Source: an optimization exercise on an open RTL-to-GDS flow (aim: small area and a short achievable clock period). Production flows keep margins and buffers that such runs may drop. Power and IR drop assume default switching activity.

Setup of run 5:
Design psram_rsp, start of the top module:
module psram_rsp #(
    parameter int unsigned MEM_AW = 8
) (
    input  logic        clk_i,
    input  logic        rst_i,
    input  logic [7:0]  cfg_rcmd_i,
    input  logic [7:0]  cfg_wcmd_i,
    input  logic [7:0]  cfg_mrcmd_i,
    input  logic [7:0]  cfg_mwcmd_i,
    input  logic [7:0]  cfg_rlc_i,
    input  logic [7:0]  cfg_wlc_i,
    input  logic        psram_sck_i,
    input  logic        psram_ce_i,
    input  logic [7:0]  psram_io_in_i,
    input  logic        psram_dqs_in_i,
    output logic [7:0]  psram_io_out_o,
    output logic        psram_io_en_o,
    output logic        psram_dqs_out_o,
    output logic        psram_dqs_en_o,
    output logic [31:0] mr_o,
    output logic        err_o
);
    localparam int unsigned MEM_SZ = 2 ** MEM_AW;
    localparam int S_IDLE = 0, S_INST = 1, S_ADDR = 2, S_LATN = 3,
                   S_WDATA = 4, S_RDATA = 5, S_MWR = 6, S_IGNR = 7;
    logic              sck_q, sck_prev_q, ce_q, dqs_q;
    logic [7:0]        io_q;
    logic [7:0]        st_q, st_d;
    logic              armed_q, armed_d;
    logic              inst_got_q, inst_got_d;
    logic [7:0]        opcode_q, opcode_d;
    logic [MEM_AW-1:0] ptr_q, ptr_d;
    logic [1:0]        byte_cnt_q, byte_cnt_d;
    logic [7:0]        lat_q, lat_d;
    logic              is_wr_q, is_wr_d;
    logic              is_mr_q, is_mr_d;
    logic              mwr_done_q, mwr_done_d;
    logic [3:0][7:0]   mr_q, mr_d;
  ...
clock: 6.0 ns
lec_check: 0
cap_margin: 20
core_margin: 2
core_utilization: 50
slew_margin: 20
run.sh (not shown) runs the stock make flow with config.mk's settings and CLKGATE_MAP_FILE= SYNTH_SCRIPT=/design/flow/synth_recipe.tcl, a recipe that flattens the netlist after the stock synthesis.
Run 5 ran to completion and came out clean on the timing, design-rule and antenna checks.
Inputs modified between run 5 and run 2:
# run 5
export LEC_CHECK = 0
export CAP_MARGIN = 20
export CORE_MARGIN = 2
export CORE_UTILIZATION = 50
export SLEW_MARGIN = 20
create_clock -name core_clock -period 6.0 [get_ports {clk_i}]
# run 2
export LEC_CHECK = 0
export CAP_MARGIN = 20
export CORE_MARGIN = 2
export CORE_UTILIZATION = 50
export SETUP_SLACK_MARGIN = 3.0
export SLEW_MARGIN = 20
create_clock -name core_clock -period 6.0 [get_ports {clk_i}]
Findings:
Comparing run 5 with run 2, the average vias per placed instance came out essentially unchanged.
Run 5 has higher post-route worst hold slack than run 2.
Going from run 5 to run 2, the proportion of power drawn by combinational gates was found to have gone up by 2.3 points.
Final core utilization in run 2 is 1.9 points higher than in run 5
No functional check of the RTL was part of any run of this note.

---

== job 400 ==
The RTL this note starts from:
==> flow/design.v <==
module psram_rsp #(
    parameter int unsigned MEM_AW = 8
) (
    input  logic        clk_i,
    input  logic        rst_i,
    input  logic [7:0]  cfg_rcmd_i,
    input  logic [7:0]  cfg_wcmd_i,
    input  logic [7:0]  cfg_mrcmd_i,
    input  logic [7:0]  cfg_mwcmd_i,
    input  logic [7:0]  cfg_rlc_i,
    input  logic [7:0]  cfg_wlc_i,
    input  logic        psram_sck_i,
    input  logic        psram_ce_i,
    input  logic [7:0]  psram_io_in_i,
    input  logic        psram_dqs_in_i,
    output logic [7:0]  psram_io_out_o,
    output logic        psram_io_en_o,
    output logic        psram_dqs_out_o,
    output logic        psram_dqs_en_o,
    output logic [31:0] mr_o,
    output logic        err_o
);
    localparam int NPS = 2, NRG = 2;
    localparam int S_IDLE = 0, S_INST = 1, S_ADDR = 2, S_LATN = 3,
                   S_WDATA = 4, S_RDATA = 5, S_MWR = 6, S_IGNR = 7;
    logic              sck_q, sck_prev_q, ce_q, dqs_q;
    logic [7:0]        io_q;
    logic [7:0]        st_q, st_d;
    logic              armed_q;
    logic              inst_got_q;
    logic [7:0]        opcode_q;
    logic [7:0]        ptr_q, ptr_d;
    logic [1:0]        byte_cnt_q;
    logic [7:0]        lat_q;
    logic              is_wr_q;
    logic              is_mr_q;
    logic              mwr_done_q;
    logic [3:0][7:0]   mr_q;
    logic [7:0]        io_out_q;
    logic              io_en_q;
    logic              dqs_out_q;
    logic              dqs_en_q;
    logic [3:0][7:0]   sd_q;            
    logic [3:0][1:0]   sh_q;            
    logic [3:0][3:0]   spos_q;          
    logic [3:0]        mwsel_q;         
    logic [15:0][15:0][7:0] ring_q;     
    logic [3:0]        ph_q;
    logic [15:0]       rsel_c;          
    logic [NPS-1:0][15:0] psel_q, psel_d;  
    logic [NRG-1:0][7:0] rdp_q;         
    logic edge_c, rise_c, go_c;
    logic [7:0] rd_or_c;
    logic idle_go_c, inst_cap_c, inst_go_c, addr_edge_c, addr4_c;
    logic m_r_c, m_w_c, m_mr_c, m_mw_c, any_lat_c;
    logic lat_rise_c, lat_done_c, rd_start_c, rd_edge_c, wr_edge_c, inc_c, mr_wr_c;
    assign edge_c = sck_q ^ sck_prev_q;
    assign rise_c = sck_q & ~sck_prev_q;
    assign go_c   = ~ce_q;
    assign m_r_c     = (opcode_q == cfg_rcmd_i);
    assign m_w_c     = (opcode_q == cfg_wcmd_i);
    assign m_mr_c    = (opcode_q == cfg_mrcmd_i);
    assign m_mw_c    = (opcode_q == cfg_mwcmd_i);
    assign any_lat_c = m_r_c | m_w_c | m_mr_c;
    assign idle_go_c   = go_c & st_q[S_IDLE] & armed_q;
    assign inst_cap_c  = go_c & st_q[S_INST] & rise_c & ~inst_got_q;
    assign inst_go_c   = go_c & st_q[S_INST] & edge_c & inst_got_q;
    assign addr_edge_c = go_c & st_q[S_ADDR] & edge_c;
    assign addr4_c     = addr_edge_c & (byte_cnt_q == 2'd3);
    assign lat_rise_c  = go_c & st_q[S_LATN] & rise_c;
    assign lat_done_c  = lat_rise_c & (lat_q == 8'd0);
    assign rd_start_c  = lat_done_c & ~is_wr_q;
    assign rd_edge_c   = go_c & st_q[S_RDATA] & edge_c;
    assign wr_edge_c   = go_c & st_q[S_WDATA] & edge_c;
    assign mr_wr_c     = go_c & st_q[S_MWR] & edge_c & ~mwr_done_q;
    assign inc_c       = rd_start_c | rd_edge_c | wr_edge_c;
    always_comb begin
        st_d[S_IDLE]  = ce_q | (st_q[S_IDLE] & ~armed_q);
        st_d[S_INST]  = idle_go_c | (go_c & st_q[S_INST] & ~(edge_c & inst_got_q));
        st_d[S_ADDR]  = inst_go_c | (go_c & st_q[S_ADDR] & ~addr4_c);
        st_d[S_LATN]  = (addr4_c & any_lat_c) | (go_c & st_q[S_LATN] & ~lat_done_c);
        st_d[S_WDATA] = (lat_done_c & is_wr_q) | (go_c & st_q[S_WDATA]);
        st_d[S_RDATA] = rd_start_c | (go_c & st_q[S_RDATA]);
        st_d[S_MWR]   = (addr4_c & ~any_lat_c & m_mw_c) | (go_c & st_q[S_MWR]);
        st_d[S_IGNR]  = (addr4_c & ~any_lat_c & ~m_mw_c) | (go_c & st_q[S_IGNR]);
    end
    assign ptr_d = addr_edge_c ? io_q : inc_c ? ptr_q + 8'd1 : ptr_q;
    always_ff @(posedge clk_i or posedge rst_i) begin
        if (rst_i) begin
            sck_q      <= 1'b0;
            sck_prev_q <= 1'b0;
            ce_q       <= 1'b0;
            st_q       <= 8'b1 << S_IDLE;
            armed_q    <= 1'b0;
            mr_q       <= '0;
            io_out_q   <= 8'd0;
            io_en_q    <= 1'b0;
            dqs_out_q  <= 1'b0;
            dqs_en_q   <= 1'b0;
        end else begin
            sck_q      <= psram_sck_i;
            sck_prev_q <= sck_q;
            ce_q       <= psram_ce_i;
            st_q       <= st_d;
            armed_q    <= armed_q | ce_q;
            for (int k = 0; k < 4; k++) begin
                if (mr_wr_c && mwsel_q[k]) begin
                    mr_q[k] <= io_q;
                end
            end
            if (rd_start_c || rd_edge_c) begin
                io_out_q <= is_mr_q ? mr_q[ptr_q[1:0]] : rd_or_c;
            end
            if (rd_start_c) begin
                dqs_out_q <= 1'b0;
            end else if (rd_edge_c) begin
                dqs_out_q <= ~dqs_out_q;
            end
            io_en_q  <= rd_start_c | (go_c & io_en_q);
            dqs_en_q <= rd_start_c | (go_c & dqs_en_q);
        end
    end
    always_ff @(posedge clk_i) begin
        io_q  <= psram_io_in_i;
        dqs_q <= psram_dqs_in_i;
        if (idle_go_c) begin
            inst_got_q <= 1'b0;
        end else if (inst_cap_c) begin
            inst_got_q <= 1'b1;
        end
        if (inst_cap_c) begin
            opcode_q <= io_q;
        end
        if (inst_go_c) begin
            byte_cnt_q <= 2'd0;
        end else if (addr_edge_c) begin
            byte_cnt_q <= byte_cnt_q + 2'd1;
        end
        if (addr4_c) begin
            lat_q      <= (~m_r_c & m_w_c) ? cfg_wlc_i : cfg_rlc_i;
            is_wr_q    <= ~m_r_c & m_w_c;
            is_mr_q    <= ~m_r_c & ~m_w_c & m_mr_c;
            mwr_done_q <= 1'b0;
        end else if (lat_rise_c && !lat_done_c) begin
            lat_q <= lat_q - 8'd1;
        end else if (mr_wr_c) begin
            mwr_done_q <= 1'b1;
        end
    end
    logic [3:0]  ld_col_c, ld_pos_c;
    logic [15:0][7:0] rd_ring_c;
    logic [NRG-1:0][7:0] rd_grp_c;
    assign ld_col_c = io_q[7:4] + ph_q + 4'd1;
    always_comb begin
        for (int g = 0; g < NPS; g++) begin
            if (addr_edge_c) begin
                psel_d[g] = 16'b1 << ld_col_c;
            end else if (inc_c && ptr_q[3:0] == 4'd15) begin
                psel_d[g] = {psel_q[g][13:0], psel_q[g][15:14]};
            end else begin
                psel_d[g] = {psel_q[g][14:0], psel_q[g][15]};
            end
        end
        rsel_c = 16'b1 << ptr_q[3:0];
    end
    always_comb begin
        for (int r = 0; r < 16; r++) begin
            rd_ring_c[r] = '0;
            for (int p = 0; p < 16; p++) begin
                rd_ring_c[r] = rd_ring_c[r] | ({8{psel_q[r / (16 / NPS)][p]}} & ring_q[r][p]);
            end
        end
        for (int g = 0; g < NRG; g++) begin
            rd_grp_c[g] = '0;
            for (int r = (16 / NRG) * g; r < (16 / NRG) * (g + 1); r++) begin
                rd_grp_c[g] = rd_grp_c[g] | ({8{rsel_c[r]}} & rd_ring_c[r]);
            end
        end
    end
    always_comb begin
        rd_or_c = '0;
        for (int g = 0; g < NRG; g++) begin
            rd_or_c = rd_or_c | rdp_q[g];
        end
    end
    assign ld_pos_c = ptr_q[7:4] + ph_q + 4'd1;
    always_ff @(posedge clk_i) begin
        ptr_q  <= ptr_d;
        ph_q   <= ph_q + 4'd1;
        psel_q <= psel_d;
        rdp_q  <= rd_grp_c;
        if (addr_edge_c) begin
            mwsel_q <= 4'b1 << io_q[1:0];
        end
        for (int e = 0; e < 4; e++) begin
            if (wr_edge_c && dqs_q && ptr_q[1:0] == 2'(e)) begin
                sd_q[e]   <= io_q;
                sh_q[e]   <= ptr_q[3:2];
                spos_q[e] <= ld_pos_c;
            end else begin
                spos_q[e] <= spos_q[e] + 4'd1;
            end
        end
        for (int r = 0; r < 16; r++) begin
            for (int p = 0; p < 16; p++) begin
                if (p == 0 && spos_q[r % 4] == 4'd15 && sh_q[r % 4] == 2'(r / 4)) begin
                    ring_q[r][p] <= sd_q[r % 4];
                end else if (p == 8 && spos_q[r % 4] == 4'd7 && sh_q[r % 4] == 2'(r / 4)) begin
                    ring_q[r][p] <= sd_q[r % 4];
                end else begin
                    ring_q[r][p] <= ring_q[r][(p + 15) % 16];
                end
            end
        end
    end
    assign psram_io_out_o  = io_out_q;
    assign psram_io_en_o   = io_en_q;
    assign psram_dqs_out_o = dqs_out_q;
    assign psram_dqs_en_o  = dqs_en_q;
    assign mr_o            = mr_q;
    logic       ce_prev_q, ce_fall_c, unknown_c;
    logic [1:0] guard_q, guard_d;
    logic       err_q, err_d;
    assign ce_fall_c = ce_prev_q & ~ce_q;
    assign unknown_c = addr4_c & ~any_lat_c & ~m_mw_c;
    always_comb begin
        guard_d = guard_q;
        if (ce_fall_c) begin
            guard_d = 2'd2;
        end else if (guard_q != 2'd0) begin
            guard_d = guard_q - 2'd1;
        end
        err_d = err_q;
        if (unknown_c) begin
            err_d = 1'b1;
        end
        if (ce_q && (st_q[S_INST] || st_q[S_ADDR] || st_q[S_LATN])) begin
            err_d = 1'b1;
        end
        if (edge_c && !ce_q && (ce_fall_c || guard_q != 2'd0)) begin
            err_d = 1'b1;
        end
    end
    always_ff @(posedge clk_i or posedge rst_i) begin
        if (rst_i) begin
            ce_prev_q <= 1'b0;
            guard_q   <= 2'd0;
            err_q     <= 1'b0;
        end else begin
            ce_prev_q <= ce_q;
            guard_q   <= guard_d;
            err_q     <= err_d;
        end
    end
    assign err_o = err_q;
endmodule
export LEC_CHECK = 0
export CAP_MARGIN = 20
export CORE_MARGIN = 2
export CORE_UTILIZATION = 85
export SETUP_SLACK_MARGIN = 3.7
export SLEW_MARGIN = 20
create_clock -name core_clock -period 6.0 [get_ports {clk_i}]
standard.sh (not shown) runs the stock make flow with config.mk's settings and CLKGATE_MAP_FILE= SYNTH_SCRIPT=/design/flow/synth_recipe.tcl, a recipe that flattens the netlist after the stock synthesis.
==> flow/flow/run.sh <==
#!/bin/bash
# The standard layout (standard.sh), with these changes:
#  * plain buf_4 buffers on the ports instead of the delay buffers that buffer_ports
#    picks by default;
#  * clock tree synthesis without dummy loads, with clkbuf_16 buffers and larger sink
#    clusters than the default (fewer leaf buffers).
# ORFS's own logs stay in orfs/logs; standard.sh's output goes to standard.log.
set -e
bash standard.sh \
  BUFFER_PORTS_ARGS="-buffer_cell sky130_fd_sc_hd__buf_4" \
  CTS_ARGS="-sink_clustering_enable -repair_clock_nets -dont_use_dummy_load -buf_list sky130_fd_sc_hd__clkbuf_16 -sink_clustering_size 25 -sink_clustering_max_diameter 80" \
  finish > standard.log 2>&1
Job 400 | ERROR | global routing (5_1_grt)
Edits applied to the flow inputs when going from job 400 to job 6175:
Settings: CORE_UTILIZATION now 75, was 85.
Results
The sole clean run among job 6175 and job 400 is job 6175. Job 400 terminated abnormally: global routing (5_1_grt) reported GRT-0232. Changes observed in job 6175 relative to job 400: number of buffer cells added on primary ports comparable; post-place instance area now larger; starting density of the core now smaller; placed instance count now larger; vertical die dimension now larger. Compared with job 400, job 6175 shows a quantity of gates resized following cts that is about 20% lower. NOTE total setup buffers inserted after CTS job 400->job 6175 increased by more than 10%. Changes observed in job 6175 relative to job 400: number of core rows now larger, final HPWL from detailed placement shows a reduction of 5.3%.
No run of this note included a check of the RTL's function; only the layout flow was run.

-- afterwards: timing with drivers on the ports --
In the flow no input, the clock included, has a driving cell. The finished layouts below were timed again as built, in two steps. Step 1: set_driving_cell puts a clkbuf_16 on clk_i and a buf_2 on each other input, an assumption about the parent block. Step 2 moves the port delays by t, midway between the first and last clock arrival at a register: inputs arrive t later, outputs are due t later. That takes back most of the time a late clock gives input paths. a / b / c = ideal / step 1 / step 2; a / b = the first two.
| run | t (ns) | slack for setup (ns) | worst setup path after step 2 |
|---|---|---|---|
| run 5 | 0.929 | 1.817 / 1.817 / 1.817 | register to register |
| run 2 | 0.915 | 2.798 / 2.798 / 2.372 | input to register |
| job 6175 | 0.764 | 3.474 / 3.399 / 3.194 | input to register |
After both steps setup and hold are still met in every run listed. The setup slack of run 2, which loses most, moves by 0.000 ns with the drivers and by -0.426 ns with both steps.
